Context: an optimization exercise on an open-source flow, tuned for small area, a short achievable clock period and few clock cycles per item. The choices shown serve that exercise and are no tape-out recipe.
In this exercise RTL edits were held to simulation tests only and were not proved equivalent to the original.
Power is estimated from default activity; no workload was simulated.

Setup of build 16:
## running_mean_stddev
module running_mean_stddev #(
    parameter int MAX_COUNT   = 65536,
    parameter int FRAC_BITS   = 16
) (
    input  logic        aclk,
    input  logic        aresetn,
    input  logic        s_axis_tvalid,
    output logic        s_axis_tready,
    input  logic [15:0] s_axis_tdata,    
    input  logic        s_axis_tlast,
    output logic        m_axis_tvalid,
    input  logic        m_axis_tready,
    output logic [87:0] m_axis_tdata,    
    input  logic        psel,
    input  logic        penable,
    input  logic        pwrite,
    input  logic [1:0]  paddr,
    input  logic [31:0] pwdata,
    output logic [31:0] prdata,
    output logic        pready
);
For scale: roughly 4800 cells after synthesis, roughly 670 flip-flops, ~180 I/O pins, ~0.045 mm² of cells after synthesis.
clock: 11.0 ns
lec_check: 0
abc_area: 1
cap_margin: 10
core_margin: 2
core_utilization: 50
setup_slack_margin: 5
slew_margin: 10
run.sh (not shown) runs the stock make flow with config.mk's settings and CLKGATE_MAP_FILE= SYNTH_SCRIPT=/design/flow/synth_recipe.tcl, a recipe that flattens the netlist after the stock synthesis.
Testbench counts of build 16, summed over its fixed seeds: cycles 12,376, items 320.
The inputs of build 27 differ from those of build 16 as listed below.
# build 16
export LEC_CHECK = 0
export ABC_AREA = 1
export CAP_MARGIN = 10
export CORE_MARGIN = 2
export CORE_UTILIZATION = 50
export SETUP_SLACK_MARGIN = 5
export SLEW_MARGIN = 10
create_clock -name core_clock -period 11.0 [get_ports {aclk}]
# build 27
export LEC_CHECK = 0
export ABC_AREA = 1
export CAP_MARGIN = 20
export CORE_MARGIN = 2
export CORE_UTILIZATION = 50
export CTS_CLUSTER_SIZE = 30
export SETUP_SLACK_MARGIN = 5
export SLEW_MARGIN = 20
create_clock -name core_clock -period 11.0 [get_ports {aclk}]
==> comparison <==
Core utilization: build 27 vs build 16 — no meaningful difference. As far as clock latency of the later-clocked register in the worst-skew pair is concerned, build 16 and build 27 perform about the same. Of build 27 and build 16, the run reporting the lower first-pass GRT wire length was build 27. [diff] post-layout minimum cycle time, build 27 relative to build 16: improvement. Comparing build 16 against build 27, there is no change at all in total count of hold-check failures in the final report. Build 27 ended up with a lower clock skew than build 16 did.
--- input diff build 27..build 87 ---
# build 27
export LEC_CHECK = 0
export ABC_AREA = 1
export CAP_MARGIN = 20
export CORE_MARGIN = 2
export CORE_UTILIZATION = 50
export CTS_CLUSTER_SIZE = 30
export SETUP_SLACK_MARGIN = 5
export SLEW_MARGIN = 20
create_clock -name core_clock -period 11.0 [get_ports {aclk}]
# build 87
export LEC_CHECK = 0
export ABC_AREA = 1
export CAP_MARGIN = 20
export CORE_MARGIN = 2
export CORE_UTILIZATION = 50
export CTS_CLUSTER_SIZE = 40
export SETUP_SLACK_MARGIN = 5
export SLEW_MARGIN = 20
create_clock -name core_clock -period 11.0 [get_ports {aclk}]
==> comparison <==
Taking build 27 as the reference, in build 87 global-route usage ~0 delta, share of the clock period used by the worst path after layout stayed essentially flat, multi-input combinational area share held. Build 87 -> build 27: relative area change from synthesis to final layout delta 0, exact match. Per the comparison of build 87 with build 27, final cell count now sits at about the same level, fraction of registers with async set/reset now sits at about the same level, worst-case setup slack after placement now sits at about the same level.

========
run A:
running_mean_stddev again, from the RTL that the note above started with.
Settings: LEC_CHECK=0, ABC_AREA=1, CAP_MARGIN=20, CORE_MARGIN=2, CORE_UTILIZATION=50, SETUP_SLACK_MARGIN=5, SLEW_MARGIN=20, TNS_END_PERCENT=0; clock period 11.0 ns.
Testbench counts of run A, summed over its fixed seeds: cycles 12,376, items 320.
[inputs] run B vs run A
# run A
export LEC_CHECK = 0
export ABC_AREA = 1
export CAP_MARGIN = 20
export CORE_MARGIN = 2
export CORE_UTILIZATION = 50
export SETUP_SLACK_MARGIN = 5
export SLEW_MARGIN = 20
export TNS_END_PERCENT = 0
create_clock -name core_clock -period 11.0 [get_ports {aclk}]
# run B
export LEC_CHECK = 0
export ABC_AREA = 1
export CAP_MARGIN = 20
export CORE_MARGIN = 2
export CORE_UTILIZATION = 50
export SETUP_SLACK_MARGIN = 5
export SLEW_MARGIN = 20
export TNS_END_PERCENT = 20
create_clock -name core_clock -period 11.0 [get_ports {aclk}]
## What came out
- Clock power share: run A vs run B — no meaningful difference
- From run A to run B the numbers moved as follows: sum of met2 wire segment lengths after detailed routing did not really move; maximum root-to-sink buffer count did not really move.
- No stage failed in run B, and the final checks on the layout all came back clean.
> inputs changed (run B -> run C)
# run B
export LEC_CHECK = 0
export ABC_AREA = 1
export CAP_MARGIN = 20
export CORE_MARGIN = 2
export CORE_UTILIZATION = 50
export SETUP_SLACK_MARGIN = 5
export SLEW_MARGIN = 20
export TNS_END_PERCENT = 20
create_clock -name core_clock -period 11.0 [get_ports {aclk}]
# run C
export LEC_CHECK = 0
export ABC_AREA = 1
export CAP_MARGIN = 20
export CORE_MARGIN = 2
export CORE_UTILIZATION = 50
export SETUP_SLACK_MARGIN = 5
export SLEW_MARGIN = 20
create_clock -name core_clock -period 11.0 [get_ports {aclk}]
### Flow results
- Run C did not stop at any stage, and its layout met the timing, design-rule and antenna checks.
- From run C to run B, met3 usage did not move at all.
- Total power: run B vs run C, no meaningful difference
- Run C vs run B: final critical-path required period up

[re-timing with driven ports]
How much do the figures lean on ideal ports? The routed layouts below were timed once more, with nothing changed but the port constraints. Step 1 assumes that a clkbuf_16 drives the clock port and a buf_2 every other input. Step 2 also shifts input and output timing later by t, the mid clock arrival at the registers, as if the neighbouring blocks saw the same clock. a / b / c = ideal ports / drivers / drivers and shift; a / b = the first two.
| run | t, ns | setup WS [ns] | hold WS [ns] | slew at the worst register clock pin (ns) |
|---|---|---|---|---|
| build 16 | 0.700 | 5.481 / 5.481 / 5.052 | 0.428 / 0.428 / 0.428 | 0.07 / 0.07 |
| build 27 | 0.690 | 5.515 / 5.515 / 5.290 | 0.418 / 0.418 / 0.418 | 0.06 / 0.06 |
| build 87 | 0.690 | 5.515 / 5.515 / 5.290 | 0.418 / 0.418 / 0.418 | 0.06 / 0.06 |
| run A | 0.687 | 5.523 / 5.523 / 5.282 | 0.418 / 0.418 / 0.418 | 0.06 / 0.06 |
| run B | 0.687 | 5.523 / 5.523 / 5.282 | 0.418 / 0.418 / 0.418 | 0.06 / 0.06 |
| run C | 0.690 | 5.515 / 5.515 / 5.290 | 0.418 / 0.418 / 0.418 | 0.06 / 0.06 |
After both steps setup and hold are still met in every run listed. The setup slack of build 16, which loses most, moves by 0.000 ns with the drivers and by -0.429 ns with both steps.
